This is an optimization exercise on Yosys and OpenROAD, whose aim is small area, not a production implementation. RTL that was checked went through simulation tests only; none was proved equivalent to the original. Function not checked in runs 5 to 8: the RTL went through the layout flow alone. Power figures rest on the tool's default switching activity, not on a simulated workload. The clock port is modelled as an ideal driver; clocking choices that lean on that would not hold on a real chip.

==> flow/config.mk <==
export PLATFORM = sky130hd
export DESIGN_NAME = qr_out_deskew
export DESIGN_NICKNAME = qr_out_deskew
export VERILOG_FILES = /design/flow/design.v
export SDC_FILE = /design/flow/constraint.sdc
export NUM_CORES = 4
export LEC_CHECK = 0
export CAP_MARGIN = 20
export CORE_MARGIN = 2
export CORE_UTILIZATION = 75
export CTS_BUF_LIST = sky130_fd_sc_hd__clkbuf_16
export CTS_CLUSTER_DIAMETER = 100
export CTS_CLUSTER_SIZE = 30
export SLEW_MARGIN = 20
==> flow/constraint.sdc <==
create_clock -name core_clock -period 5.0 [get_ports {Clk}]
set_input_delay 1.0000 -clock core_clock [delete_from_list [all_inputs] [get_ports {Clk}]]
set_output_delay 1.0000 -clock core_clock [all_outputs]
set_load 0.01 [all_outputs]
==> flow/design.v <==
package qr_pkg;
  localparam int DATA_W            = 20;
  localparam int CORDIC_PIPE_STAGE = 8;
  localparam int NUM_LANES         = 4;
  localparam int SKEW_D            = CORDIC_PIPE_STAGE + 1;
  typedef logic signed [DATA_W-1:0] sample_t;
  typedef sample_t                  row_t [NUM_LANES];
  function automatic int lane_len(input int lane, input int lanes, input int step);
    lane_len = (lanes - 1 - lane) * step;
  endfunction
endpackage
module lane_delay #(
  parameter int LEN = 0,
  parameter int W   = 20
) (
  input  logic         clk,
  input  logic [W-1:0] data,
  output logic [W-1:0] delayed_data
);
  generate
    if (LEN == 0) begin : g_wire
      assign delayed_data = data;
    end else begin : g_sr
      logic [LEN*W-1:0] sr;
      if (LEN == 1) begin : g_one
        always_ff @(posedge clk) sr <= data;
      end else begin : g_many
        always_ff @(posedge clk) sr <= {sr[(LEN-1)*W-1:0], data};
      end
      assign delayed_data = sr[(LEN-1)*W +: W];
    end
  endgenerate
endmodule
module qr_out_deskew #(
  parameter int CORDIC_PIPE_STAGE = qr_pkg::CORDIC_PIPE_STAGE,
  parameter int DATA_W            = qr_pkg::DATA_W,
  parameter int NUM_LANES         = qr_pkg::NUM_LANES,
  parameter int ROWS              = 4,
  parameter int FIFO_DEPTH        = 8
) (
  input  logic              Clk,
  input  logic              Reset,
  input  logic [3:0]        InValid,
  input  logic [DATA_W-1:0] InData1,
  input  logic [DATA_W-1:0] InData2,
  input  logic [DATA_W-1:0] InData3,
  input  logic [DATA_W-1:0] InData4,
  output logic              OutValid,
  input  logic              OutReady,
  output logic [DATA_W-1:0] OutData1,
  output logic [DATA_W-1:0] OutData2,
  output logic [DATA_W-1:0] OutData3,
  output logic [DATA_W-1:0] OutData4,
  output logic              OutLast,
  output logic              SkewErr,
  output logic              Overflow
);
  localparam int D    = CORDIC_PIPE_STAGE + 1;
  localparam int AW   = (FIFO_DEPTH > 1) ? $clog2(FIFO_DEPTH) : 1;
  localparam int CW   = $clog2(FIFO_DEPTH + 1);
  localparam int RW   = (ROWS > 1) ? $clog2(ROWS) : 1;
  localparam int ROWW = NUM_LANES * DATA_W;
  logic [DATA_W-1:0] in1, in2, dly0, dly1, dly2;
  logic [DATA_W-1:0] mid1, mid2;
  lane_delay #(.LEN(qr_pkg::lane_len(0, NUM_LANES, D)), .W(DATA_W))
    u_lane0 (.clk(Clk), .data(InData1), .delayed_data(dly0));
  lane_delay #(.LEN(D), .W(DATA_W))
    u_lane1a (.clk(Clk), .data(in1), .delayed_data(mid1));
  lane_delay #(.LEN(qr_pkg::lane_len(1, NUM_LANES, D) - D), .W(DATA_W))
    u_lane1b (.clk(Clk), .data(mid1), .delayed_data(dly1));
  lane_delay #(.LEN(D), .W(DATA_W))
    u_lane2a (.clk(Clk), .data(in2), .delayed_data(mid2));
  assign dly2 = mid2;
  logic [D-1:0] v0, all1, all2;
  logic [3:0]   rst_age;
  logic         live;
  logic         a1, o1, a2, o2, all_valid, any_valid;
  assign live      = (rst_age == 4'(D));
  assign a1        = live & v0[D-1] & InValid[1];
  assign o1        = (live & v0[D-1]) | InValid[1];
  assign a2        = live & all1[D-1] & InValid[2];
  assign o2        = (live & (all1[D-1] | mid1[0])) | InValid[2];
  assign all_valid = live & all2[D-1] & InValid[3];
  assign any_valid = (live & (all2[D-1] | mid2[0])) | InValid[3];
  assign in1 = {InData2[DATA_W-1:1], a1 ? InData2[0] : o1};
  assign in2 = {InData3[DATA_W-1:1], a2 ? InData3[0] : o2};
  always_ff @(posedge Clk) begin
    v0   <= {v0[D-2:0],   InValid[0]};
    all1 <= {all1[D-2:0], a1};
    all2 <= {all2[D-2:0], a2};
  end
  always_ff @(posedge Clk) begin
    if (Reset)     rst_age <= '0;
    else if (!live) rst_age <= rst_age + 1'b1;
  end
  logic            cand_valid;
  logic [ROWW-1:0] cand_row;
  logic            skew_err;
  always_ff @(posedge Clk) begin
    if (Reset) begin
      cand_valid <= 1'b0;
      skew_err   <= 1'b0;
    end else begin
      cand_valid <= all_valid;
      skew_err   <= any_valid & ~all_valid;
    end
  end
  always_ff @(posedge Clk) cand_row <= {InData4, dly2, dly1, dly0};
  logic [ROWW-1:0] mem [FIFO_DEPTH];
  logic [AW-1:0]   wr_ptr;
  logic [AW-1:0]   rd_ptr;
  logic [CW-1:0]   count;
  logic [RW-1:0]   row_cnt;
  logic            overflow;
  logic            full;
  logic            not_empty;
  logic            push;
  logic            pop;
  logic            drop;
  logic [ROWW-1:0] head;
  assign full      = (count == CW'(FIFO_DEPTH));
  assign not_empty = (count != '0);
  assign pop       = not_empty & OutReady;
  assign push      = cand_valid & (~full | pop);
  assign drop      = cand_valid & full & ~pop;
  always_ff @(posedge Clk) begin
    if (push) mem[wr_ptr] <= cand_row;
  end
  always_ff @(posedge Clk) begin
    if (Reset) begin
      wr_ptr   <= '0;
      rd_ptr   <= '0;
      count    <= '0;
      row_cnt  <= '0;
      overflow <= 1'b0;
    end else begin
      if (push) wr_ptr <= wr_ptr + 1'b1;
      if (pop)  rd_ptr <= rd_ptr + 1'b1;
      case ({push, pop})
        2'b10:   count <= count + 1'b1;
        2'b01:   count <= count - 1'b1;
        default: count <= count;
      endcase
      if (pop) row_cnt <= (row_cnt == RW'(ROWS - 1)) ? '0 : row_cnt + 1'b1;
      if (drop) overflow <= 1'b1;
    end
  end
  logic [FIFO_DEPTH-1:0] rd_sel;
  always_comb begin
    head = '0;
    for (int i = 0; i < FIFO_DEPTH; i++) begin
      rd_sel[i] = (rd_ptr == AW'(i));
      head      = head | ({ROWW{rd_sel[i]}} & mem[i]);
    end
  end
  assign OutValid = not_empty;
  assign OutData1 = head[0*DATA_W +: DATA_W];
  assign OutData2 = head[1*DATA_W +: DATA_W];
  assign OutData3 = head[2*DATA_W +: DATA_W];
  assign OutData4 = head[3*DATA_W +: DATA_W];
  assign OutLast  = not_empty && (row_cnt == RW'(ROWS - 1));
  assign SkewErr  = skew_err;
  assign Overflow = overflow;
endmodule
==> flow/flow/run.sh <==
#!/bin/bash
# Standard ORFS layout, with two changes:
#  - the port buffers are the smallest buffer cell (buf_1) instead of the
#    resizer's default choice;
#  - clock tree synthesis inserts no dummy loads.
# Every tool's output goes to standard.log in this folder.
set -euo pipefail
export BUFFER_PORTS_ARGS="-buffer_cell sky130_fd_sc_hd__buf_1"
export CTS_ARGS="-sink_clustering_enable -repair_clock_nets -buf_list sky130_fd_sc_hd__clkbuf_16 -sink_clustering_size 34 -sink_clustering_max_diameter 80 -dont_use_dummy_load"
bash standard.sh finish "BUFFER_PORTS_ARGS=$BUFFER_PORTS_ARGS" "CTS_ARGS=$CTS_ARGS" > standard.log 2>&1
==> flow/standard.sh <==
#!/bin/bash
# synth_recipe.tcl (not shown) runs the flow's synth.tcl, then flattens the netlist and writes it again
# the make line also repeats each setting of config.mk as NAME=value (left out here)
make -C /OpenROAD-flow-scripts/flow DESIGN_CONFIG=/design/flow/config.mk WORK_HOME=/design/flow/orfs CLKGATE_MAP_FILE= SYNTH_SCRIPT=/design/flow/synth_recipe.tcl "${@:-finish}"
==> notes.md, run 1 <==
outcome timing/DRC/antenna clean; Critical Path Source Type flop; Setup Buffers After CTS 0; Synth Area in Compound Gates 5.58%; Rel. slew slack 27.4%; final HPWL from detailed placement 40,500 um; share of layout cells above drive strength 1 4.81%; top post-synthesis cells by count dfxtp_1, edfxtp_1, nand2_1, a221oi_1, a222oi_1; Initial DRC Count 1,881; TritonRoute pass-1 iters 7; Post-Place Worst Slack 1.35 ns; H-Tree Depth 2; reg2reg end mem[7][28]; largest net degree at the start of global routing 129; row count 92; Starting Density 75.9%; synthesized area per cell 18.9 um2; EDFF count, synth 640; top-count cell post-synth dfxtp_1; RSZ-0062 raised after global routing no; Post-Synth Simple-Gate Area 1.98%; post-CTS sizing 0; I/O Buffers 170; Clock transition at path regs 0.12 ns; endpoint required time on the critical path 4.00 ns; antenna viol nets, final 0; YS warnings 3; Crit Path Max Fanout 45; clock buffer count from CTS 60; die area 0.0659 mm2; XOR/XNOR Fraction of Synth Area 0.146%; worst min path class flop to flop; crit share post-route 89.9%; post-synthesis cell count 2,538; grt ovf 0; max-cap violation count 0; Least-Margin Pin Slew 1.09 ns; fin. max-slew vios 0; Die Width 257 um; final setup fails 0; clock sinks 1,846; register area share after synthesis 90.6%; Post-CTS Hold Fix Bufs 0; largest family of logic cells by synthesized area compound AO/OA/AOI/OAI gates; Synth area leaders dfxtp_1, edfxtp_1, a221oi_1; largest area contributor in the netlist dfxtp_1; Overall Global Routing Usage 24.7%; vias in the first global route 21,000; Clock Tree Buf Depth 3; global-route wire length before repair 123,000 um; Netlist cell types 46; DRC Markers 0; Yosys top cell area share 50.4%; worst setup path start rd_ptr[0]; Syn-to-layout area delta 6.78%; DIE HEIGHT 257 um; Max VDD drop 457 uV; Synth Area in Adders 0.287%; initial antenna violation count 0; final WL 81,800 um; cell area after synthesis 0.0479 mm2; gp weighted congestion 0.732; Via density 5.84; DR WL/cell 23.1 um; Final Util 81.0%; Root Driver clkbuf_16; setup slack, reg-to-reg 2.37 ns; final setup margin 0.506 ns; Worst Setup EP OutData3[2]; vias 20,700; mux contribution to synthesized area 0.523%; critical path type flop to output pin; CP Data Arrival Time 3.49 ns; Reg2Reg Depth 4; core area 0.0631 mm2; flip-flop and latch count after synthesis 1,846; n_diodes 0; Pleak 18.3 nW; Worst Setup End Kind output pin; worst reg2reg startpoint count[2]; achievable frequency 223 MHz; minimum clock period 4.49 ns; Final Skew 0.0654 ns; top_reg_cell synth dfxtp_1; final hold slack 0.299 ns; power per cell area 471 mW/mm2; Final nets 2,800; final setup TNS 0 ns; ys async rst share 0%; Clock Latency Late Sink 0.69 ns; Post-Syn Nets 2,636; CTS tree built; final hold violation count 0; Ports 171; Pwr Total 0.0241 W
==> critical path, cell delays in order (launching register included) <==
cell      delay, ns
dfxtp_1        0.38
inv_1          0.21
ha_4           0.42
buf_4          0.62
a221oi_1       0.24
o21ai_0        0.71
buf_1          0.23
==> cells in the final DEF, fill, tap and decap left out, drive strengths merged, types with 7 or more instances in the layout <==
cell type and count:
mux2 16, edfxtp 640, a21oi 23, clkbuf 60
dfxtp 1206, nand3 17, a221oi 122, a222oi 81
buf 199, nor3 7, nand2 136, ha 11
nor2 33, a22oi 16, mux2i 7, o21ai 61
==> cells by family (layout without fill, tap and decap cells) <==
group,count (synthesis),in the layout
AO/OA/AOI/OAI,326,326
XOR/XNOR,8,8
adder cells (fa/ha/maj),11,11
buffers and inverters,103,265
flip-flops,1846,1846
multiplexers,23,23
AND/OR/NAND/NOR,221,221
==> report_power, final <==
group | switching [W] | internal [W]
clock network | 0.00390 | 0.00217
logic | 0.00123 | 0.000530
registers | 0.000235 | 0.0160
total | 0.00537 | 0.0187
==> state kept, by name (all words and copies together) (netlist names), 4 cells and up <==
name              flops
mem                 640
u_lane0.g_sr.sr     540
u_lane1a.g_sr.sr    180
u_lane1b.g_sr.sr    180
u_lane2a.g_sr.sr    180
cand_row             80
all1                  9
all2                  9
v0                    9
count                 4
rst_age               4
==> layer usage <==
layer | track usage, % | wire [um] | vias up
met5 | 0 | 0 | -
met4 | 6.80 | 2180 | 0
met3 | 3.21 | 4710 | 127
met2 | 43.7 | 42300 | 729
met1 | 32.6 | 32600 | 10400
li1 | - | - | 9462
==> per-stage QoR <==
step	cells	cell area (um2)
finish	3546	51100
global route	3546	51100
CTS	3546	51100
detailed placement	3486	49600
global placement	3486	49600
floorplan	2538	47900
==> cell type report <==
cell class,instances,area [um2]
Sequential cell,1846,43400
Fill cell,3046,12000
Timing Repair Buffer,199,943
Inverter,6,22.5
Clock buffer,60,1500
Tap cell,846,1060
Multi-Input combinational cell,589,4240
==> worst min path at each step <==
stage | cells after the start | to | slack, ns | startpoint
4_1_cts | 0 | u_lane1a.g_sr.sr[155] | 0.30 | u_lane1a.g_sr.sr[135]
6_report | 0 | u_lane0.g_sr.sr[23] | 0.30 | u_lane0.g_sr.sr[3]
5_1_grt | 0 | v0[5] | 0.30 | v0[4]
3_3_place_gp | 0 | u_lane1a.g_sr.sr[121] | 0.31 | u_lane1a.g_sr.sr[101]
2_1_floorplan | 0 | all1[1] | 0.31 | all1[0]
3_5_place_dp | 0 | u_lane0.g_sr.sr[393] | 0.31 | u_lane0.g_sr.sr[373]
==> run 2, diff against run 1 <==
--- a/flow/design.v
+++ b/flow/design.v
@@ -109,5 +109,4 @@
   logic [ROWW-1:0] mem [FIFO_DEPTH];
-  logic [AW-1:0]   wr_ptr;
-  logic [AW-1:0]   rd_ptr;
-  logic [CW-1:0]   count;
+  logic [AW:0]     wr_ptr;
+  logic [AW:0]     rd_ptr;
   logic [RW-1:0]   row_cnt;
@@ -120,4 +119,4 @@
   logic [ROWW-1:0] head;
-  assign full      = (count == CW'(FIFO_DEPTH));
-  assign not_empty = (count != '0);
+  assign full      = (wr_ptr == (rd_ptr ^ {1'b1, {AW{1'b0}}}));
+  assign not_empty = (wr_ptr != rd_ptr);
   assign pop       = not_empty & OutReady;
@@ -126,3 +125,3 @@
   always_ff @(posedge Clk) begin
-    if (push) mem[wr_ptr] <= cand_row;
+    if (push) mem[wr_ptr[AW-1:0]] <= cand_row;
   end
@@ -132,3 +131,2 @@
       rd_ptr   <= '0;
-      count    <= '0;
       row_cnt  <= '0;
@@ -138,7 +136,2 @@
       if (pop)  rd_ptr <= rd_ptr + 1'b1;
-      case ({push, pop})
-        2'b10:   count <= count + 1'b1;
-        2'b01:   count <= count - 1'b1;
-        default: count <= count;
-      endcase
       if (pop) row_cnt <= (row_cnt == RW'(ROWS - 1)) ? '0 : row_cnt + 1'b1;
@@ -151,3 +144,3 @@
     for (int i = 0; i < FIFO_DEPTH; i++) begin
-      rd_sel[i] = (rd_ptr == AW'(i));
+      rd_sel[i] = (rd_ptr[AW-1:0] == AW'(i));
       head      = head | ({ROWW{rd_sel[i]}} & mem[i]);
--- a/flow/config.mk
+++ b/flow/config.mk
@@ -9,6 +9,3 @@
 export CORE_MARGIN = 2
-export CORE_UTILIZATION = 75
-export CTS_BUF_LIST = sky130_fd_sc_hd__clkbuf_16
-export CTS_CLUSTER_DIAMETER = 100
-export CTS_CLUSTER_SIZE = 30
+export CORE_UTILIZATION = 85
 export SLEW_MARGIN = 20
==> run 2 against run 1 <==
Area after synthesis decreased by 0.58%; the flow now stops in clock tree synthesis; synthesized cell count decreased by 6.8%.
==> notes.md, run 2 <==
outcome did not finish; YS warnings 3 (unchanged); clock buffer count from CTS 60 (unchanged); Yosys top cell area share 50.6% (+0.21 points); synthesized area per cell 20.1 um2 (+6.7%); Synth area leaders dfxtp_1, edfxtp_1, a222oi_1; top-count cell post-synth dfxtp_1; Clock Tree Buf Depth 3 (unchanged); post-synthesis cell count 2,365 (-6.8%); Root Driver clkbuf_16; cell area after synthesis 0.0476 mm2 (-0.58%); Ports 171 (unchanged); clock sinks 1,844 (-0.11%); EDFF count, synth 640 (unchanged); H-Tree Depth 2 (unchanged); Die Width 241 um (-6.2%); placed instance area 0.0494 mm2 (-0.55%); gp weighted congestion 0.729 (-0.45%); Post-Syn Nets 2,462 (-6.6%); top_reg_cell synth dfxtp_1; Setup Buffers After CTS 0 (unchanged); Fail Step clock tree synthesis; Post-CTS Hold Fix Bufs 0 (unchanged); I/O Buffers 170 (unchanged); DIE HEIGHT 241 um (-6.2%); flip-flop and latch count after synthesis 1,844 (-0.11%); final HPWL from detailed placement 51,100 um (+26%); largest area contributor in the netlist dfxtp_1; Starting Density 86.2% (+10 points); First Error [ERROR DPL-0033] detailed placement checks failed during check placement.; row count 86 (-6.5%); Netlist cell types 39 (-15%); register area share after synthesis 91.0% (+0.45 points); Post-Place Worst Slack 1.22 ns (-0.122 ns); ys async rst share 0% (unchanged); top post-synthesis cells by count dfxtp_1, edfxtp_1, a222oi_1, mux2i_1, a221o_1; post-CTS sizing 0 (unchanged)
==> run 2: cell count changes after synthesis, moves of 16 or more <==
cell      before  now
a22oi_1       16    0
mux2_2        16    0
a221oi_1     122    0
mux2i_1        7   82
a222oi_1      81  160
a221o_1        5   80
nand2_1      135   10
o21ai_0       60    1
clkbuf_1      54   74
buf_2         32    0
nor2_1        33   17
==> run 2: power groups by stage <==
stage               sequential (W)  combinational (W)  clock (W)
detailed placement          0.0165          0.0000440          0
global placement            0.0165          0.0000342          0
floorplan                   0.0164         0.00000969          0
==> run 2: through the flow <==
step           total power [W]  instances  setup TNS (ns)  hold WS, ns
2_1_floorplan           0.0164       2365         -136.06        0.310
3_3_place_gp            0.0165       3220               0        0.309
3_5_place_dp            0.0166       3220               0        0.312
==> run 2: worst min path at each step <==
stage,endpoint,slack [ns],cells after the start
2_1_floorplan,all1[1],0.31,0
3_3_place_gp,u_lane0.g_sr.sr[136],0.31,0
3_5_place_dp,cand_row[17],0.31,0
==> run 2: kinds of logic after synthesis <==
group	synth area share [%]
flip-flops	91.0
XOR/XNOR	0.181
buffers and inverters	0.781
AND/OR/NAND/NOR	0.715
multiplexers	1.72
AO/OA/AOI/OAI	5.33
adder cells (fa/ha/maj)	0.263
==> run 3, diff against run 2 <==
--- a/flow/config.mk
+++ b/flow/config.mk
@@ -9,3 +9,6 @@
 export CORE_MARGIN = 2
-export CORE_UTILIZATION = 85
+export CORE_UTILIZATION = 75
+export CTS_BUF_LIST = sky130_fd_sc_hd__clkbuf_16
+export CTS_CLUSTER_DIAMETER = 100
+export CTS_CLUSTER_SIZE = 30
 export SLEW_MARGIN = 20
==> run 3 against run 2 <==
Area after synthesis is the same; synthesized cell count is the same; now clean on timing, DRC and antenna.
==> notes.md, run 3 <==
most frequent cells in the layout dfxtp_1, edfxtp_1, buf_1; Syn-to-layout area delta 6.94%; final HPWL from detailed placement 36,600 um (-28%); Final Skew 0.0452 ns; vias 19,600; outcome timing/DRC/antenna clean; Setup Buffers After CTS 0 (unchanged); DRC Markers 0; Synth area leaders dfxtp_1, edfxtp_1, a222oi_1; DR WL/cell 21.4 um; DIE HEIGHT 256 um (+6.4%); Reg2Reg Depth 5; Max stage delay on crit path 0.58 ns; clock buffer count from CTS 60 (unchanged); Root Driver clkbuf_16; commonest non-fill, non-tap cell in the layout dfxtp_1; clock sinks 1,844 (unchanged); Initial DRC Count 2,105; Overall Global Routing Usage 22.0%; Post-CTS Hold Fix Bufs 0 (unchanged); max layer used met4; Clock Latency Late Sink 0.67 ns; Die Width 256 um (+6.4%); Max VDD drop 355 uV; max-cap violation count 0; fin. max-slew vios 0; fillers 3,135; storage element area 0.0433 mm2; worst hold path depth 0; top post-synthesis cells by count dfxtp_1, edfxtp_1, a222oi_1, mux2i_1, a221o_1; Clock transition at path regs 0.11 ns; Post-Syn Nets 2,462 (unchanged); Netlist cell types 39 (unchanged); Multi-input gate area 0.00404 mm2; achievable frequency 230 MHz; largest net degree at the start of global routing 81; antenna viol nets, final 0; core area 0.0630 mm2; endpoint required time on the critical path 4.00 ns; placed instance area 0.0494 mm2 (about the same); largest area contributor in the netlist dfxtp_1; I/O Buffers 170 (unchanged); max reg flops 640; Critical Path Source Type flop; final hold violation count 0; final setup fails 0; Least-Margin Pin Slew 0.933 ns; n_diodes 0; YS warnings 3 (unchanged); cell area after synthesis 0.0476 mm2 (unchanged); Clock Tree Buf Depth 3 (unchanged); top_reg_cell synth dfxtp_1; critical path buffer and inverter count 3; share of layout cells above drive strength 1 4.03%; RSZ-0062 raised after global routing no; Crit Path Max Fanout 48; met1 wire length 29,400 um; worst-path cell chain inv_1, ha_4, buf_4, a222oi_1, mux2i_1, a221o_1, buf_1; WP depth 7; Via density 5.82; final hold slack 0.286 ns; critical path type flop to output pin; vias in the first global route 20,000; Final nets 2,629; CTS tree built; CP Data Arrival Time 3.35 ns; crit share post-route 86.9%; Worst Setup End Kind output pin; final WL 72,400 um; WL met3 4750 um; EDFF count, synth 640 (unchanged); Yosys top cell area share 50.6% (unchanged); ys async rst share 0% (unchanged); post-synthesis cell count 2,365 (unchanged); worst min path class flop to flop; Pleak 18.7 nW; minimum clock period 4.35 ns; Ports 171 (unchanged); gp weighted congestion 0.710 (-2.6%); Crit path max-delay family buffers and inverters; H-Tree Depth 2 (unchanged); die area 0.0655 mm2; Starting Density 75.6% (-11 points); register area share after synthesis 91.0% (unchanged); DR WL met2 36,800 um; Final Instance Area 0.0509 mm2; grt ovf 0; Slowest-stage cell, CP ha_4; power per cell area 436 mW/mm2; global-route wire length before repair 111,000 um; synthesized area per cell 20.1 um2 (unchanged); initial antenna violation count 0; top-count cell post-synth dfxtp_1; post-CTS sizing 0 (unchanged); Rel. slew slack 37.1%; row count 92 (+7.0%); flip-flop and latch count after synthesis 1,844 (unchanged); TritonRoute pass-1 iters 6
run 3: cell counts after synthesis:
Identical to the previous run, type by type.
run 3: cell type report:
cell class	count	share of cell area, %
well taps	846	2.08
repair buffers	193	1.87
inverters	7	0.0614
multi-input cells	426	7.93
clock buffers	60	2.95
flip-flops and latches	1844	85.1
run 3: metrics by stage:
step / std cells / utilization (%) / setup TNS (ns) / power (W) / setup WS [ns]
final: 3376 / 80.8 / 0 / 0.0222 / 0.653
after CTS: 3375 / 80.8 / 0 / 0.0224 / 0.650
after detailed placement: 3315 / 78.4 / 0 / 0.0165 / 1.43
after global placement: 3315 / 78.4 / 0 / 0.0165 / 1.50
after floorplan: 2365 / - / -136.06 / 0.0164 / -0.388
after global routing: 3376 / 80.8 / 0 / 0.0229 / 0.462
run 3: logic make-up after synthesis:
group           Yosys count  synth area share [%]
simple gates             64                 0.715
mux                      82                  1.72
flops                  1844                  91.0
compound gates          261                  5.33
fa+ha+maj                10                 0.263
buf+inv                  95                 0.781
xor+xnor                  9                 0.181
run 3: worst paths after layout:
| check | startpoint | to | slack (ns) |
|---|---|---|---|
| setup / recovery | rd_ptr[0] | OutData1[6] | 0.65 |
| hold reg to reg | u_lane0.g_sr.sr[144] | u_lane0.g_sr.sr[164] | 0.29 |
| hold / removal | u_lane0.g_sr.sr[144] | u_lane0.g_sr.sr[164] | 0.29 |
| setup reg to reg | wr_ptr[0] | mem[0][67] | 1.82 |
run 3: layer usage:
layer  global-route usage [%]  vias up
met5                        0        -
met4                     5.72        0
met3                     3.37      109
met2                     37.4      681
met1                     30.5     9786
li1                         -     9057
run 3: power breakdown:
group           total, W  internal [W]  switching [W]
sequential        0.0162        0.0160       0.000184
combinational  0.0000398     0.0000210      0.0000188
clock            0.00600       0.00217        0.00383
==> run 4, diff against run 3 <==
--- a/flow/flow/run.sh
+++ b/flow/flow/run.sh
@@ -8,3 +8,3 @@
 export BUFFER_PORTS_ARGS="-buffer_cell sky130_fd_sc_hd__buf_1"
-export CTS_ARGS="-sink_clustering_enable -repair_clock_nets -buf_list sky130_fd_sc_hd__clkbuf_16 -sink_clustering_size 34 -sink_clustering_max_diameter 80 -dont_use_dummy_load"
+export CTS_ARGS="-sink_clustering_enable -repair_clock_nets -buf_list sky130_fd_sc_hd__clkbuf_16 -sink_clustering_size 30 -sink_clustering_max_diameter 100 -dont_use_dummy_load"
 bash standard.sh finish "BUFFER_PORTS_ARGS=$BUFFER_PORTS_ARGS" "CTS_ARGS=$CTS_ARGS" > standard.log 2>&1
==> run 4 against run 3 <==
Area after synthesis unchanged; sequential power about the same; synthesized cell count unchanged; maximum frequency increased by 1.2%; sequential cell count unchanged; critical path type unchanged; highest routed layer unchanged.
==> notes.md, run 4 <==
outcome timing/DRC/antenna clean; final setup margin 0.705 ns (+0.0518 ns); Post-Place Worst Slack 1.43 ns (unchanged); endpoint required time on the critical path 4.00 ns (about the same); Yosys top cell area share 50.6% (unchanged); Root Driver clkbuf_16; Rel. slew slack 39.2% (+2.1 points); fin. max-slew vios 0 (unchanged); clock sinks 1,844 (unchanged); top_reg_cell synth dfxtp_1; Max VDD drop 391 uV (+10%); worst-path cell chain inv_1, ha_4, buf_4, a222oi_1, mux2i_1, a221o_1, buf_1; P_int 0.0186 W (+2.2%); Crit Path Max Fanout 48 (unchanged); CP Data Arrival Time 3.29 ns (-0.06 ns); Final Instance Area 0.0512 mm2 (+0.52%); most frequent cells in the layout dfxtp_1, edfxtp_1, buf_1; ys async rst share 0% (unchanged); Clock transition at path regs 0.10 ns (about the same); synthesized area per cell 20.1 um2 (unchanged); critical path type flop to output pin; Post-Syn Nets 2,462 (unchanged); vias 19,700 (+0.23%); final setup fails 0 (unchanged); reg2reg end mem[0][71]; DR WL/cell 21.5 um (+0.28%); worst reg2reg startpoint wr_ptr[0]; Clock Tree Buf Depth 3 (unchanged); H-Tree Depth 3 (+1); Worst Setup End Kind output pin; commonest non-fill, non-tap cell in the layout dfxtp_1; power per cell area 443 mW/mm2 (+1.5%); EDFF count, synth 640 (unchanged); final HPWL from detailed placement 36,600 um (unchanged); flip-flop and latch count after synthesis 1,844 (unchanged); global-route wire length before repair 112,000 um (+0.55%); Max stage delay on crit path 0.58 ns (about the same); worst min path class flop to flop; largest area contributor in the netlist dfxtp_1; Syn-to-layout area delta 7.49%; share of layout cells above drive strength 1 4.45% (+0.42 points); Pwr Total 0.0227 W (+2.1%); register area share after synthesis 91.0% (unchanged); clock buffer count from CTS 71 (+18%); vias in the first global route 20,200 (+0.84%); worst setup path start rd_ptr[0]; post-synthesis cell count 2,365 (unchanged); top-count cell post-synth dfxtp_1; CTS tree built; row count 92 (unchanged); TritonRoute pass-1 iters 8 (+2); minimum clock period 4.29 ns (-0.0518 ns); Critical Path Source Type flop; Final nets 2,639 (+0.38%); Via density 5.81 (about the same); RSZ-0062 raised after global routing no; Inst Count DP 3,315 (unchanged); Switch Pwr 0.00409 W (+1.4%); cell area after synthesis 0.0476 mm2 (unchanged); Initial DRC Count 1,967 (-6.6%); sw frac 18.0% (-0.11 points); placed instance area 0.0494 mm2 (unchanged); n_diodes 0 (unchanged); I/O Buffers 170 (unchanged); Die Width 256 um (unchanged); achievable frequency 233 MHz (+1.2%); grt ovf 0 (unchanged); power share of the sequential group 71.3% (-1.5 points); Worst Setup EP OutData1[6]; Final Skew 0.0460 ns (+0.000786 ns); largest net degree at the start of global routing 81 (unchanged); combinational share of power 0.2% (about the same); Reg2Reg Depth 5 (unchanged); Ports 171 (unchanged); DRC Markers 0 (unchanged); post-CTS sizing 0 (unchanged); Finished Layout Cells 3,386 (+0.30%); Post-CTS Hold Fix Bufs 0 (unchanged); Setup Buffers After CTS 0 (unchanged); Overall Global Routing Usage 22.3% (+0.28 points); Starting Density 75.6% (unchanged); Clock Latency Late Sink 0.63 ns (-0.04 ns); Netlist cell types 39 (unchanged); die area 0.0655 mm2 (unchanged); final WL 72,800 um (+0.58%); Clock Power Share 28.5% (+1.5 points); top post-synthesis cells by count dfxtp_1, edfxtp_1, a222oi_1, mux2i_1, a221o_1; Synth area leaders dfxtp_1, edfxtp_1, a222oi_1; initial antenna violation count 0 (unchanged); max-cap violation count 0 (unchanged); setup slack, reg-to-reg 1.83 ns (about the same); Pleak 18.8 nW (+0.71%); final hold violation count 0 (unchanged); Least-Margin Pin Slew 0.902 ns (-0.0315 ns); crit share post-route 85.9% (-1.0 points); Slowest-stage cell, CP buf_4; max reg flops 640 (unchanged); YS warnings 3 (unchanged); core area 0.0630 mm2 (unchanged); antenna viol nets, final 0 (unchanged); gp weighted congestion 0.710 (unchanged); DIE HEIGHT 256 um (unchanged)
## run 4: per-stage QoR
step	setup TNS [ns]	util (%)	hold slack [ns]
after floorplan	-136.06	-	0.310
after global placement	0	78.4	0.309
after detailed placement	0	78.4	0.312
after CTS	0	81.3	0.288
after global routing	0	81.3	0.288
final	0	81.3	0.289
## run 4: power by group through the flow
stage / Sequential [W] / Combinational, W / Clock (W)
floorplan: 0.0164 / 0.00000969 / 0
global placement: 0.0165 / 0.0000351 / 0
detailed placement: 0.0165 / 0.0000384 / 0
CTS: 0.0162 / 0.0000402 / 0.00661
global route: 0.0162 / 0.0000440 / 0.00709
finish: 0.0162 / 0.0000395 / 0.00646
## run 4: worst min-delay path by stage
stage / end / slack, ns / cells past startpoint / startpoint
after floorplan: all1[1] / 0.31 / 0 / all1[0]
after global placement: u_lane1a.g_sr.sr[63] / 0.31 / 0 / u_lane1a.g_sr.sr[43]
after detailed placement: all1[2] / 0.31 / 0 / all1[1]
after CTS: u_lane0.g_sr.sr[164] / 0.29 / 0 / u_lane0.g_sr.sr[144]
after global routing: u_lane0.g_sr.sr[164] / 0.29 / 0 / u_lane0.g_sr.sr[144]
final: u_lane0.g_sr.sr[83] / 0.29 / 0 / u_lane0.g_sr.sr[63]
## run 4: cells by family (layout without fill, tap and decap cells)
family | Yosys count | after routing | synth area share, %
compound gates | 261 | 261 | 5.33
simple gates | 64 | 64 | 0.715
mux | 82 | 82 | 1.72
fa+ha+maj | 10 | 10 | 0.263
flops | 1844 | 1844 | 91.0
buf+inv | 95 | 270 | 0.781
xor+xnor | 9 | 9 | 0.181
## run 4: metal layers
metal	share of wire, %	up-vias	global-route usage (%)
li1	-	9094	-
met1	40	9742	30.0
met2	51	736	38.4
met3	7.0	106	3.40
met4	2.2	0	6.66
met5	0	-	0
## run 4: final cells by class
| type | count | area, um2 |
|---|---|---|
| multi-input combinational | 426 | 4040 |
| timing repair buffer | 192 | 942 |
| sequential | 1844 | 43300 |
| tap | 846 | 1060 |
| fill | 3060 | 11800 |
| clock buffer | 71 | 1780 |
| inverter | 7 | 31.3 |
## run 4: critical path: cells and delay by family (launching register included)
kind / cells / cell delay, ns
AOI/OAI and AO/OA: 2 / 0.42
adders and majority gates: 1 / 0.57
buffers and inverters: 3 / 0.98
DFF: 1 / 0.40
muxes: 1 / 0.24
==> run 5, diff against run 4 <==
--- a/flow/design.v
+++ b/flow/design.v
@@ -141,8 +141,9 @@
   logic [FIFO_DEPTH-1:0] rd_sel;
+  always_ff @(posedge Clk) begin
+    if (Reset)    rd_sel <= FIFO_DEPTH'(1);
+    else if (pop) rd_sel <= {rd_sel[FIFO_DEPTH-2:0], rd_sel[FIFO_DEPTH-1]};
+  end
   always_comb begin
     head = '0;
-    for (int i = 0; i < FIFO_DEPTH; i++) begin
-      rd_sel[i] = (rd_ptr[AW-1:0] == AW'(i));
-      head      = head | ({ROWW{rd_sel[i]}} & mem[i]);
-    end
+    for (int i = 0; i < FIFO_DEPTH; i++) head = head | ({ROWW{rd_sel[i]}} & mem[i]);
   end
--- a/flow/config.mk
+++ b/flow/config.mk
@@ -10,5 +10,2 @@
 export CORE_UTILIZATION = 75
-export CTS_BUF_LIST = sky130_fd_sc_hd__clkbuf_16
-export CTS_CLUSTER_DIAMETER = 100
-export CTS_CLUSTER_SIZE = 30
 export SLEW_MARGIN = 20
==> run 5 against run 4 <==
Maximum frequency increased by 12%; non-clock buffer count grew 1; core utilization shrank 0.094 points; clock power grew 3%; register-to-register slack got worse by 0.64 ns; via count is 3.0% higher; largest power group unchanged.
==> notes.md, run 5 <==
vias in the first global route 21,000 (+3.9%); Post-Synth Simple-Gate Area 1.84% (+1.1 points); DIE HEIGHT 256 um (about the same); minimum clock period 3.82 ns (-0.475 ns); core area 0.0629 mm2 (-0.18%); Post-Place Worst Slack 1.17 ns (-0.252 ns); Max VDD drop 408 uV (+4.3%); global-route wire length before repair 125,000 um (+12%); max-cap violation count 0 (unchanged); top_reg_cell synth dfxtp_1; RSZ-0062 raised after global routing no; worst hold path depth 0 (unchanged); fin. max-slew vios 0 (unchanged); EDFF count, synth 640 (unchanged); Final Instance Area 0.0510 mm2 (-0.30%); worst-path cell chain buf_4, a22oi_1, nand4_1, buf_1; Least-Margin Pin Slew 1.14 ns (+0.242 ns); Crit Path Max Fanout 66 (+38%); Post-CTS Hold Fix Bufs 0 (unchanged); largest family of logic cells by synthesized area compound AO/OA/AOI/OAI gates; vias 20,300 (+3.0%); Syn-to-layout area delta 7.37%; Post-Syn Nets 2,549 (+3.5%); cell area after synthesis 0.0475 mm2 (-0.19%); Hold Startpoint u_lane0.g_sr.sr[66]; critical path type flop to output pin; Starting Density 75.6% (about the same); die area 0.0654 mm2 (-0.18%); DRC Markers 0 (unchanged); Clock Latency Late Sink 0.66 ns (+0.03 ns); crit share post-route 76.4% (-9.5 points); TritonRoute pass-1 iters 6 (-2); flip-flop and latch count after synthesis 1,852 (+0.43%); final WL 82,300 um (+13%); setup slack, reg-to-reg 1.19 ns (-0.64 ns); endpoint required time on the critical path 4.00 ns (about the same); gp weighted congestion 0.754 (+6.2%); Pleak 18.1 nW (-3.8%); post-synthesis cell count 2,457 (+3.9%); worst reg2reg startpoint wr_ptr[0]; Rel. slew slack 23.7% (-15 points); worst min path class flop to flop; clock buffer count from CTS 71 (unchanged); initial antenna violation count 2 (+2); synthesized area per cell 19.3 um2 (-3.9%); YS warnings 3 (unchanged); clock sinks 1,852 (+0.43%); CTS tree built; DR WL/cell 23.6 um (+9.8%); final setup margin 1.18 ns (+0.475 ns); Clock Tree Buf Depth 3 (unchanged); final HPWL from detailed placement 38,900 um (+6.3%); Netlist cell types 39 (unchanged); max reg flops 640 (unchanged); Critical Path Source Type flop; Ports 171 (unchanged); post-CTS sizing 0 (unchanged); top post-synthesis cells by count dfxtp_1, edfxtp_1, a22oi_1, nand4_1, clkbuf_1; mux contribution to synthesized area 0.190% (-1.5 points); reg2reg end mem[5][5]; Reg2Reg Depth 5 (unchanged); largest area contributor in the netlist dfxtp_1; register area share after synthesis 91.5% (+0.51 points); commonest non-fill, non-tap cell in the layout dfxtp_1; Final nets 2,733 (+3.6%); H-Tree Depth 3 (unchanged); Worst Setup EP OutData1[7]; Die Width 256 um (about the same); worst setup path start rd_sel[3]; Initial DRC Count 1,755 (-11%); Synth area leaders dfxtp_1, edfxtp_1, a22oi_1; Synth Area in Adders 0.132% (-0.13 points); I/O Buffers 170 (unchanged); Worst Setup End Kind output pin; power per cell area 449 mW/mm2 (+1.4%); CP Data Arrival Time 2.82 ns (-0.47 ns); Synth Area in Compound Gates 5.38% (+0.055 points); final hold violation count 0 (unchanged); outcome timing/DRC/antenna clean; XOR/XNOR Fraction of Synth Area 0.205% (+0.024 points); Setup Buffers After CTS 0 (unchanged); placed instance area 0.0492 mm2 (-0.33%); Slowest-stage cell, CP dfxtp_4; Root Driver clkbuf_16; share of layout cells above drive strength 1 4.36% (-0.091 points); Yosys top cell area share 51.1% (+0.43 points); Max stage delay on crit path 1.11 ns (+0.53 ns); Final Skew 0.0640 ns (+0.0180 ns); row count 92 (unchanged); Via density 5.81 (about the same); Clock transition at path regs 0.13 ns (+0.03 ns); grt ovf 0 (unchanged); top-count cell post-synth dfxtp_1; Overall Global Routing Usage 25.4% (+3.1 points); ys async rst share 0% (unchanged); n_diodes 0 (unchanged); final setup fails 0 (unchanged); achievable frequency 262 MHz (+12%); largest net degree at the start of global routing 81 (unchanged); most frequent cells in the layout dfxtp_1, edfxtp_1, a22oi_1; antenna viol nets, final 0 (unchanged)
## run 5: area by class of cell
| cell class | count | area [um2] |
|---|---|---|
| tap | 846 | 1060 |
| fill | 2894 | 11800 |
| inverter | 5 | 18.8 |
| multi-input combinational | 518 | 3750 |
| sequential | 1852 | 43500 |
| timing repair buffer | 193 | 902 |
| clock buffer | 71 | 1780 |
## run 5: logic make-up after synthesis
logic type               Yosys count
multiplexers                       9
AND/OR/NAND/NOR                  152
buffers and inverters             87
AO/OA/AOI/OAI                    343
flip-flops                      1852
adder cells (fa/ha/maj)            5
XOR/XNOR                           9
## run 5: where the power goes
part           switching, W  leakage (nW)  internal, W
Clock               0.00405         0.875      0.00258
Sequential         0.000208          16.0       0.0160
Combinational     0.0000197          1.27    0.0000207
## run 5: worst max-delay path: cells and delay by family (launching register included)
family          cells  cell delay, ns
compound gates      1            0.14
flops               1            1.11
simple gates        1            0.26
buf+inv             2            0.63
## run 5: layer usage
metal  up-vias  share of wire (%)  GRT usage [%]
li1       9212                  -              -
met1     10100                 39           33.7
met2       801                 52           44.2
met3       110                6.8           3.72
met4         0                2.2           7.39
met5         -                  0              0
## run 5: how the worst min path moves through the flow
stage,to,slack (ns)
after floorplan,all1[1],0.31
after global placement,u_lane1a.g_sr.sr[67],0.31
after detailed placement,u_lane0.g_sr.sr[116],0.31
after CTS,u_lane0.g_sr.sr[86],0.29
after global routing,u_lane0.g_sr.sr[86],0.30
final,u_lane0.g_sr.sr[86],0.29
## run 5: stage by stage
stage | TNS, ns | power (W) | utilization, % | instances | hold WS (ns)
after floorplan | -91.18 | 0.0165 | - | 2457 | 0.310
after global placement | 0 | 0.0166 | 78.3 | 3413 | 0.310
after detailed placement | 0 | 0.0166 | 78.3 | 3413 | 0.312
after CTS | 0 | 0.0231 | 81.2 | 3484 | 0.294
after global routing | 0 | 0.0236 | 81.2 | 3485 | 0.298
final | 0 | 0.0229 | 81.2 | 3485 | 0.286
==> run 6, diff against run 5 <==
--- a/flow/flow/run.sh
+++ b/flow/flow/run.sh
@@ -8,3 +8,3 @@
 export BUFFER_PORTS_ARGS="-buffer_cell sky130_fd_sc_hd__buf_1"
-export CTS_ARGS="-sink_clustering_enable -repair_clock_nets -buf_list sky130_fd_sc_hd__clkbuf_16 -sink_clustering_size 30 -sink_clustering_max_diameter 100 -dont_use_dummy_load"
+export CTS_ARGS="-sink_clustering_enable -repair_clock_nets -buf_list sky130_fd_sc_hd__clkbuf_16 -sink_clustering_size 34 -sink_clustering_max_diameter 80 -dont_use_dummy_load"
 bash standard.sh finish "BUFFER_PORTS_ARGS=$BUFFER_PORTS_ARGS" "CTS_ARGS=$CTS_ARGS" > standard.log 2>&1
==> run 6 against run 5 <==
Still clean; clock skew decreased by 0.011 ns; via count decreased by 0.30%; clock power decreased by 7.4%; sequential share of layout area increased by 0.47 points; area after synthesis unchanged; critical path depth unchanged; worst setup slack got worse by 0.053 ns; non-clock buffer count unchanged; global-route usage decreased by 0.49 points; first-iteration DRC count decreased by 0.34%; hold slack improved by 0.035 ns; largest cell class unchanged; largest power group unchanged.
==> notes.md, run 6 <==
power per cell area 442 mW/mm2 (-1.6%); n_diodes 0 (unchanged); grt met3 use 3.81% (+0.089 points); Via density 5.82 (about the same); global-route wire length before repair 123,000 um (-1.4%); top-count cell post-synth dfxtp_1; max-cap violation count 0 (unchanged); post-CTS sizing 0 (unchanged); Yosys top cell area share 51.1% (unchanged); Crit Path Max Fanout 66 (unchanged); Synth area leaders dfxtp_1, edfxtp_1, a22oi_1; Syn-to-layout area delta 6.79%; worst-path cell chain buf_4, a22oi_1, nand4_1, buf_1; Root Driver clkbuf_16; H-Tree Depth 2 (-1); CTS tree built; Post-Place Worst Slack 1.17 ns (unchanged); die area 0.0654 mm2 (unchanged); Die Width 256 um (unchanged); core area 0.0629 mm2 (unchanged); GR peak layer met2; clock buffer count from CTS 60 (-15%); fin. max-slew vios 0 (unchanged); Ports 171 (unchanged); register area share after synthesis 91.5% (unchanged); Post-Syn Nets 2,549 (unchanged); Netlist cell types 39 (unchanged); max reg flops 640 (unchanged); Worst Setup End Kind output pin; Rel. slew slack 23.8% (+0.050 points); Setup Buffers After CTS 0 (unchanged); met2 Use GR 43.3% (-0.98 points); Finished Layout Cells 3,474 (-0.32%); EDFF count, synth 640 (unchanged); row count 92 (unchanged); initial antenna violation count 2 (unchanged); clock sinks 1,852 (unchanged); Clock Tree Buf Depth 3 (unchanged); crit share post-route 77.4% (+1.1 points); gp weighted congestion 0.754 (unchanged); vias 20,200 (-0.30%); outcome timing/DRC/antenna clean; I/O Buffers 170 (unchanged); worst min path class flop to flop; Initial DRC Count 1,749 (-0.34%); most frequent cells in the layout dfxtp_1, edfxtp_1, a22oi_1; Slowest-stage cell, CP dfxtp_4; final setup margin 1.13 ns (-0.0528 ns); Least-Margin Pin Slew 1.14 ns (-0.000752 ns); Clock Latency Late Sink 0.69 ns (+0.03 ns); DIE HEIGHT 256 um (unchanged); Final Skew 0.0530 ns (-0.0110 ns); flip-flop and latch count after synthesis 1,852 (unchanged); ys async rst share 0% (unchanged); synthesized area per cell 19.3 um2 (unchanged); Overall Global Routing Usage 24.9% (-0.49 points); final WL 81,500 um (-0.93%); Clock transition at path regs 0.12 ns (about the same); top_reg_cell synth dfxtp_1; Critical Path Source Type flop; vias in the first global route 20,800 (-0.58%); final HPWL from detailed placement 38,900 um (unchanged); share of layout cells above drive strength 1 3.96% (-0.40 points); antenna viol nets, final 0 (unchanged); endpoint required time on the critical path 4.00 ns (about the same); Starting Density 75.6% (unchanged); critical path type flop to output pin; Pleak 18.0 nW (-0.76%); largest area contributor in the netlist dfxtp_1; CP Data Arrival Time 2.87 ns (+0.05 ns); cell area after synthesis 0.0475 mm2 (unchanged); TritonRoute pass-1 iters 5 (-1); post-synthesis cell count 2,457 (unchanged); final setup fails 0 (unchanged); largest net degree at the start of global routing 81 (unchanged); Final nets 2,722 (-0.40%); commonest non-fill, non-tap cell in the layout dfxtp_1; RSZ-0062 raised after global routing no; minimum clock period 3.87 ns (+0.0528 ns); Post-CTS Hold Fix Bufs 0 (unchanged); achievable frequency 258 MHz (-1.4%); final hold violation count 0 (unchanged); DR WL/cell 23.5 um (-0.61%); Max VDD drop 490 uV (+20%); Inst Count DP 3,413 (unchanged); grt ovf 0 (unchanged); YS warnings 3 (unchanged); met1 Usage GRT 33.1% (-0.61 points); DRC Markers 0 (unchanged); Max stage delay on crit path 1.12 ns (about the same); top post-synthesis cells by count dfxtp_1, edfxtp_1, a22oi_1, nand4_1, clkbuf_1
==> run 6: per-stage QoR <==
stage / instance area (um2) / power [W] / utilization (%) / TNS, ns / hold WS, ns
final: 50700 / 0.0224 / 80.7 / 0 / 0.321
after global routing: 50700 / 0.0230 / 80.7 / 0 / 0.329
after CTS: 50700 / 0.0225 / 80.7 / 0 / 0.320
after detailed placement: 49200 / 0.0166 / 78.3 / 0 / 0.312
after global placement: 49200 / 0.0166 / 78.3 / 0 / 0.310
after floorplan: 47500 / 0.0165 / - / -91.18 / 0.310
==> run 6: area by class of cell <==
type                    instances  area [um2]
repair buffers                193         898
flip-flops and latches       1852       43500
well taps                     846        1060
fillers                      2959       12100
inverters                       5        18.8
clock buffers                  60        1500
multi-input cells             518        3750
==> run 6: routing by layer <==
layer | vias to the layer above | share of wire, %
met4 | 0 | 2.7
met2 | 761 | 51
met5 | - | 0
li1 | 9201 | -
met1 | 10100 | 39
met3 | 127 | 6.8
==> run 6: worst paths after layout <==
| check | startpoint | to | slack, ns | cells past startpoint |
|---|---|---|---|---|
| max reg2reg | wr_ptr[0] | mem[5][61] | 1.19 | 5 |
| max | rd_sel[3] | OutData1[7] | 1.13 | 4 |
| min reg2reg | u_lane0.g_sr.sr[437] | u_lane0.g_sr.sr[457] | 0.32 | 0 |
| min | u_lane0.g_sr.sr[437] | u_lane0.g_sr.sr[457] | 0.32 | 0 |
==> run 6: where the power goes <==
group          internal [W]   total, W  leakage [nW]  switching [W]
clock               0.00217    0.00614         0.739        0.00397
combinational     0.0000207  0.0000402          1.27      0.0000195
sequential           0.0160     0.0163          16.0       0.000207
==> run 6: worst max-delay path: cells and delay by family (launching register included) <==
family	cells	cell delay, ns
compound gates	1	0.14
buf+inv	2	0.63
flops	1	1.12
simple gates	1	0.27
==> run 6: cells by family after synthesis <==
group           after synthesis  synth area share (%)
flops                      1852                  91.5
compound gates              343                  5.38
simple gates                152                  1.84
buf+inv                      87                 0.737
xor+xnor                      9                 0.205
mux                           9                 0.190
fa+ha+maj                     5                 0.132
==> run 7, diff against run 6 <==
--- a/flow/flow/run.sh
+++ b/flow/flow/run.sh
@@ -8,3 +8,3 @@
 export BUFFER_PORTS_ARGS="-buffer_cell sky130_fd_sc_hd__buf_1"
-export CTS_ARGS="-sink_clustering_enable -repair_clock_nets -buf_list sky130_fd_sc_hd__clkbuf_16 -sink_clustering_size 34 -sink_clustering_max_diameter 80 -dont_use_dummy_load"
+export CTS_ARGS="-sink_clustering_enable -repair_clock_nets -buf_list sky130_fd_sc_hd__clkbuf_16 -sink_clustering_size 36 -sink_clustering_max_diameter 70 -dont_use_dummy_load"
 bash standard.sh finish "BUFFER_PORTS_ARGS=$BUFFER_PORTS_ARGS" "CTS_ARGS=$CTS_ARGS" > standard.log 2>&1
==> run 7 against run 6 <==
Still clean; hold slack got worse by 0.015 ns; global-route usage decreased by 0.40 points; die area unchanged; largest cell class unchanged; largest power group unchanged.
==> notes.md, run 7 <==
Final nets 2,722 (unchanged); DIE HEIGHT 256 um (unchanged); initial antenna violation count 1 (-1); Syn-to-layout area delta 6.79% (unchanged); endpoint required time on the critical path 4.00 ns (about the same); DR WL/cell 23.0 um (-2.1%); reg2reg end mem[5][72]; final hold violation count 0 (unchanged); Final Util 80.7% (unchanged); Root Driver clkbuf_16; Clock Tree Buf Depth 3 (unchanged); clock sinks 1,852 (unchanged); EDFF count, synth 640 (unchanged); I/O Buffers 170 (unchanged); global-route wire length before repair 121,000 um (-1.5%); die area 0.0654 mm2 (unchanged); largest area contributor in the netlist dfxtp_1; top-count cell post-synth dfxtp_1; worst reg2reg startpoint wr_ptr[0]; max reg flops 640 (unchanged); core area 0.0629 mm2 (unchanged); Clock Latency Late Sink 0.69 ns (about the same); cell area after synthesis 0.0475 mm2 (unchanged); critical path type flop to output pin; final setup fails 0 (unchanged); power per cell area 440 mW/mm2 (-0.42%); minimum clock period 3.85 ns (-0.0251 ns); Crit path max-delay family flip-flops; fin. max-slew vios 0 (unchanged); worst-path cell chain buf_4, a22oi_1, nand4_1, buf_1; vias in the first global route 20,700 (-0.60%); setup slack, reg-to-reg 1.26 ns (+0.07 ns); Clock transition at path regs 0.10 ns (-0.02 ns); Starting Density 75.6% (unchanged); row count 92 (unchanged); outcome timing/DRC/antenna clean; flip-flop and latch count after synthesis 1,852 (unchanged); gp weighted congestion 0.754 (unchanged); Synth area leaders dfxtp_1, edfxtp_1, a22oi_1; Initial DRC Count 1,857 (+6.2%); TritonRoute pass-1 iters 5 (unchanged); worst hold path depth 0 (unchanged); Slowest-stage cell, CP dfxtp_4; grt ovf 0 (unchanged); H-Tree Depth 2 (unchanged); Max stage delay on crit path 1.10 ns (-0.02 ns); Worst Setup End Kind output pin; Via density 5.79 (-0.49%); Netlist cell types 39 (unchanged); n_diodes 0 (unchanged); Least-Margin Pin Slew 1.16 ns (+0.0150 ns); Max VDD drop 399 uV (-19%); Post-Syn Nets 2,549 (unchanged); synthesized area per cell 19.3 um2 (unchanged); CP Data Arrival Time 2.85 ns (-0.02 ns); antenna viol nets, final 0 (unchanged); top post-synthesis cells by count dfxtp_1, edfxtp_1, a22oi_1, nand4_1, clkbuf_1; Ports 171 (unchanged); WHS Endpoint all2[4]; Final Instance Area 0.0507 mm2 (unchanged); largest net degree at the start of global routing 81 (unchanged); Final Skew 0.0644 ns (+0.0114 ns); CTS tree built; post-CTS sizing 0 (unchanged); DRC Markers 0 (unchanged); Yosys top cell area share 51.1% (unchanged); most frequent cells in the layout dfxtp_1, edfxtp_1, a22oi_1; Post-CTS Hold Fix Bufs 0 (unchanged); Pwr Total 0.0223 W (-0.42%); Pleak 18.0 nW (unchanged); final HPWL from detailed placement 38,900 um (unchanged); clock buffer count from CTS 60 (unchanged); Crit Path Max Fanout 66 (unchanged); crit share post-route 76.9% (-0.50 points); Die Width 256 um (unchanged); ys async rst share 0% (unchanged); RSZ-0062 raised after global routing no; Critical Path Source Type flop; share of layout cells above drive strength 1 3.96% (unchanged); top_reg_cell synth dfxtp_1; max-cap violation count 0 (unchanged); Hold Startpoint all2[3]; register area share after synthesis 91.5% (unchanged); worst min path class flop to flop; Reg2Reg Depth 5 (unchanged); final WL 79,800 um (-2.1%); placed instance area 0.0492 mm2 (unchanged); Overall Global Routing Usage 24.5% (-0.40 points); Rel. slew slack 22.8% (-1.0 points); YS warnings 3 (unchanged); achievable frequency 260 MHz (+0.65%); Setup Buffers After CTS 0 (unchanged); vias 20,100 (-0.49%); critical path buffer and inverter count 2 (unchanged); commonest non-fill, non-tap cell in the layout dfxtp_1; post-synthesis cell count 2,457 (unchanged)
## run 7: cell counts in the layout (fill, tap and decap cells not counted)
Identical to the previous run, type by type.
## run 7: worst register-to-register path, stage by stage (launching register included)
cell and delay, ns:
dfxtp_1 0.63, xor2_1 0.35, or3_1 0.33, o211ai_1 0.33
nor2_4 0.81, buf_4 0.86
## run 7: kinds of logic after synthesis
group | synth area share [%]
buffers and inverters | 0.737
flip-flops | 91.5
XOR/XNOR | 0.205
AO/OA/AOI/OAI | 5.38
multiplexers | 0.190
AND/OR/NAND/NOR | 1.84
adder cells (fa/ha/maj) | 0.132
## run 7: where the power goes
| group | total (W) | switching, W | internal [W] | leakage (nW) |
|---|---|---|---|---|
| Clock | 0.00606 | 0.00388 | 0.00217 | 0.739 |
| Combinational | 0.0000402 | 0.0000194 | 0.0000207 | 1.27 |
| Sequential | 0.0162 | 0.000201 | 0.0160 | 16.0 |
| Total | 0.0223 | 0.00411 | 0.0182 | 18.0 |
## run 7: layout make-up
cell class              instances  area [um2]
repair buffers                193         898
inverters                       5        18.8
flip-flops and latches       1852       43500
multi-input cells             518        3750
fillers                      2969       12100
well taps                     846        1060
clock buffers                  60        1500
## run 7: per-stage QoR
stage          setup slack (ns)  hold slack [ns]  TNS, ns  std cells
2_1_floorplan            -0.289            0.310   -91.18       2457
3_3_place_gp               1.15            0.310        0       3413
3_5_place_dp               1.17            0.312        0       3413
4_1_cts                    1.20            0.309        0       3473
5_1_grt                   0.975            0.313        0       3474
6_report                   1.15            0.306        0       3474
## run 7: worst max path at each step
stage,cells past startpoint,from,endpoint
after global placement,5,OutReady,mem[5][59]
after CTS,4,rd_sel[3],OutData3[12]
final,4,rd_sel[3],OutData1[7]
after global routing,5,wr_ptr[0],mem[5][72]
after detailed placement,5,OutReady,mem[5][61]
after floorplan,4,OutReady,mem[1][0]
## run 7: routing by layer
layer | global-route usage, % | share of wire (%)
met1 | 32.1 | 39
met2 | 43.3 | 52
met3 | 3.79 | 6.7
met4 | 6.55 | 2.4
met5 | 0 | 0
==> run 8, diff against run 7 <==
--- a/flow/flow/run.sh
+++ b/flow/flow/run.sh
@@ -8,3 +8,3 @@
 export BUFFER_PORTS_ARGS="-buffer_cell sky130_fd_sc_hd__buf_1"
-export CTS_ARGS="-sink_clustering_enable -repair_clock_nets -buf_list sky130_fd_sc_hd__clkbuf_16 -sink_clustering_size 36 -sink_clustering_max_diameter 70 -dont_use_dummy_load"
+export CTS_ARGS="-sink_clustering_enable -repair_clock_nets -buf_list sky130_fd_sc_hd__clkbuf_16 -sink_clustering_size 32 -sink_clustering_max_diameter 80 -dont_use_dummy_load"
 bash standard.sh finish "BUFFER_PORTS_ARGS=$BUFFER_PORTS_ARGS" "CTS_ARGS=$CTS_ARGS" > standard.log 2>&1
==> run 8 against run 7 <==
Still clean; maximum frequency down 0.78%; sequential share of layout area down 0.34 points; non-clock buffer count unchanged; clock power up 6.8%; sequential cell count unchanged; final cell count up 0.26%; die area unchanged; area after synthesis unchanged; critical path type unchanged; critical endpoint is now OutData2[5].
==> notes.md, run 8 <==
flip-flop and latch count after synthesis 1,852 (unchanged); DIE HEIGHT 256 um (unchanged); reg2reg end mem[5][61]; Starting Density 75.6% (unchanged); achievable frequency 258 MHz (-0.78%); final hold violation count 0 (unchanged); cell area after synthesis 0.0475 mm2 (unchanged); final WL 81,400 um (+2.1%); Critical Path Source Type flop; initial antenna violation count 3 (+2); core area 0.0629 mm2 (unchanged); power share of the sequential group 71.4% (-1.3 points); Via density 5.82 (+0.63%); Max VDD drop 432 uV (+8.3%); I/O Buffers 170 (unchanged); worst-path cell chain buf_4, a22oi_1, nand4_1, buf_1; Post-Synth Simple-Gate Area 1.84% (unchanged); Clock transition at path regs 0.12 ns (+0.02 ns); largest family of logic cells by synthesized area compound AO/OA/AOI/OAI gates; fin. max-slew vios 0 (unchanged); Least-Margin Pin Slew 1.16 ns (+0.00407 ns); vias in the first global route 21,000 (+1.3%); Clock Power Share 28.4% (+1.3 points); setup slack, reg-to-reg 1.16 ns (-0.10 ns); XOR/XNOR Fraction of Synth Area 0.205% (unchanged); die area 0.0654 mm2 (unchanged); worst setup path start rd_sel[3]; Crit Path Max Fanout 66 (unchanged); RSZ-0062 raised after global routing no; gp weighted congestion 0.754 (unchanged); Synth Area in Compound Gates 5.38% (unchanged); combinational share of power 0.2% (about the same); max reg flops 640 (unchanged); register area share after synthesis 91.5% (unchanged); top-count cell post-synth dfxtp_1; mux contribution to synthesized area 0.190% (unchanged); Clock Latency Late Sink 0.65 ns (-0.04 ns); Overall Global Routing Usage 25.0% (+0.56 points); vias 20,300 (+0.90%); synthesized area per cell 19.3 um2 (unchanged); global-route wire length before repair 123,000 um (+1.8%); Setup Buffers After CTS 0 (unchanged); CTS tree built; power per cell area 447 mW/mm2 (+1.4%); post-CTS sizing 0 (unchanged); top_reg_cell synth dfxtp_1; most frequent cells in the layout dfxtp_1, edfxtp_1, a22oi_1; H-Tree Depth 3 (+1); P_int 0.0185 W (+1.7%); Yosys top cell area share 51.1% (unchanged); critical path type flop to output pin; Worst Setup End Kind output pin; fillers 2,946 (-0.77%); Post-CTS Hold Fix Bufs 0 (unchanged); sw frac 18.5% (+0.15 points); top post-synthesis cells by count dfxtp_1, edfxtp_1, a22oi_1, nand4_1, clkbuf_1; Clock Tree Buf Depth 3 (unchanged); Max stage delay on crit path 1.13 ns (+0.03 ns); final setup fails 0 (unchanged); commonest non-fill, non-tap cell in the layout dfxtp_1; YS warnings 3 (unchanged); Post-Syn Nets 2,549 (unchanged); worst reg2reg startpoint wr_ptr[0]; Initial DRC Count 1,731 (-6.8%); max-cap violation count 0 (unchanged); final hold slack 0.275 ns (-0.0305 ns); Pleak 18.1 nW (+0.55%); Final nets 2,730 (+0.29%); Post-Place Worst Slack 1.17 ns (unchanged); ys async rst share 0% (unchanged); clock sinks 1,852 (unchanged); Synth area leaders dfxtp_1, edfxtp_1, a22oi_1; DR WL/cell 23.4 um (+1.8%); largest net degree at the start of global routing 81 (unchanged); Final Skew 0.0451 ns (-0.0192 ns); endpoint required time on the critical path 4.00 ns (about the same); Worst Setup EP OutData2[5]; Reg2Reg Depth 5 (unchanged); grt ovf 0 (unchanged); Switch Pwr 0.00422 W (+2.7%); Root Driver clkbuf_16; post-synthesis cell count 2,457 (unchanged); Slowest-stage cell, CP dfxtp_4; crit share post-route 77.5% (+0.60 points); Syn-to-layout area delta 7.21%; Die Width 256 um (unchanged); Rel. slew slack 22.5% (-0.27 points); Synth Area in Adders 0.132% (unchanged); final HPWL from detailed placement 38,900 um (unchanged); Ports 171 (unchanged); outcome timing/DRC/antenna clean; final setup margin 1.12 ns (-0.0301 ns); CP Data Arrival Time 2.88 ns (+0.03 ns); TritonRoute pass-1 iters 8 (+3); largest area contributor in the netlist dfxtp_1; minimum clock period 3.88 ns (+0.0301 ns); DRC Markers 0 (unchanged); row count 92 (unchanged); antenna viol nets, final 0 (unchanged); Netlist cell types 39 (unchanged); clock buffer count from CTS 68 (+13%); worst min path class flop to flop; share of layout cells above drive strength 1 4.25% (+0.29 points); EDFF count, synth 640 (unchanged)
[run 8: cell counts after synthesis]
No cell type changed its count.
[run 8: area by class of cell]
type	instances	area, um2	share of cell area [%]
sequential	1852	43500	85.4
clock buffer	68	1700	3.34
multi-input combinational	518	3750	7.36
antenna	1	2.50	0.00491
inverter	5	18.8	0.0368
timing repair buffer	193	898	1.76
tap	846	1060	2.08
[run 8: power groups by stage]
stage | clock, W | combinational [W] | sequential [W]
finish | 0.00647 | 0.0000405 | 0.0162
global route | 0.00704 | 0.0000454 | 0.0163
CTS | 0.00659 | 0.0000419 | 0.0163
detailed placement | 0 | 0.0000395 | 0.0166
global placement | 0 | 0.0000357 | 0.0165
floorplan | 0 | 0.0000106 | 0.0165
[run 8: layer usage]
| metal | GRT usage, % | wire length (um) | share of wire [%] | vias up |
|---|---|---|---|---|
| met3 | 3.56 | 6110 | 7.5 | 123 |
| met5 | 0 | 0 | 0 | - |
| met1 | 32.9 | 31300 | 38 | 10100 |
| li1 | - | - | - | 9221 |
| met4 | 7.96 | 2010 | 2.5 | 0 |
| met2 | 43.9 | 42100 | 52 | 860 |
[run 8: kinds of logic (layout without fill, tap and decap cells)]
family / Yosys count / in the layout
AO/OA/AOI/OAI: 343 / 343
XOR/XNOR: 9 / 9
adder cells (fa/ha/maj): 5 / 5
buffers and inverters: 87 / 266
flip-flops: 1852 / 1852
multiplexers: 9 / 9
other: 0 / 1
AND/OR/NAND/NOR: 152 / 152
[run 8: worst min path at each step]
| stage | start | end | slack [ns] | cells after the start |
|---|---|---|---|---|
| 2_1_floorplan | all1[0] | all1[1] | 0.31 | 0 |
| 4_1_cts | u_lane0.g_sr.sr[109] | u_lane0.g_sr.sr[129] | 0.28 | 0 |
| 3_3_place_gp | u_lane1a.g_sr.sr[47] | u_lane1a.g_sr.sr[67] | 0.31 | 0 |
| 6_report | u_lane0.g_sr.sr[109] | u_lane0.g_sr.sr[129] | 0.28 | 0 |
| 3_5_place_dp | u_lane0.g_sr.sr[96] | u_lane0.g_sr.sr[116] | 0.31 | 0 |
| 5_1_grt | u_lane0.g_sr.sr[109] | u_lane0.g_sr.sr[129] | 0.28 | 0 |
[run 8: critical path: cells and delay by family, from the launching register on]
kind | cells | cell delay (ns)
AOI/OAI and AO/OA | 1 | 0.15
and+or+nand+nor | 1 | 0.26
DFF | 1 | 1.13
buffers and inverters | 2 | 0.63
[run 8: stage by stage]
step / setup TNS (ns) / instance area, um2 / utilization (%) / instances / power [W]
2_1_floorplan: -91.18 / 47500 / - / 2457 / 0.0165
3_3_place_gp: 0 / 49200 / 78.3 / 3413 / 0.0166
3_5_place_dp: 0 / 49200 / 78.3 / 3413 / 0.0166
4_1_cts: 0 / 50900 / 81.0 / 3481 / 0.0229
5_1_grt: 0 / 50900 / 81.0 / 3483 / 0.0234
6_report: 0 / 50900 / 81.0 / 3483 / 0.0228

==> afterwards: timing with drivers on the ports <==
The results above use ideal ports. As a check the final layouts listed here were re-extracted and re-timed, cells and wires unchanged.
Step 1 assumes that a clkbuf_16 drives the clock port and a buf_2 every other input.
Step 2 times the ports against the registers' clock, not the clock port: input delays grow and output delays shrink by t, the midpoint of the rising clock arrivals with the driver on.
a / b / c = no drivers / after step 1 / after step 2; a / b = the first two.
run	t, ns	slack for setup (ns)	hold slack, ns	worst setup path at the end
run 1	0.715	0.506 / 0.442 / 1.157	0.299 / 0.299 / 0.299	register to output
run 3	0.710	0.653 / 0.590 / 1.299	0.286 / 0.286 / 0.286	register to output
run 4	0.685	0.705 / 0.641 / 1.326	0.289 / 0.289 / 0.289	register to output
run 5	0.698	1.180 / 1.115 / 1.054	0.286 / 0.286 / 0.286	input to register
run 6	0.728	1.128 / 1.063 / 1.088	0.321 / 0.321 / 0.321	input to register
run 7	0.710	1.153 / 1.088 / 1.099	0.306 / 0.306 / 0.306	input to register
run 8	0.683	1.123 / 1.056 / 1.071	0.275 / 0.275 / 0.275	input to register
After both steps every run listed still meets setup and hold. For run 5, which loses most, drivers alone change the setup slack by -0.065 ns; drivers and shift together by -0.126 ns.
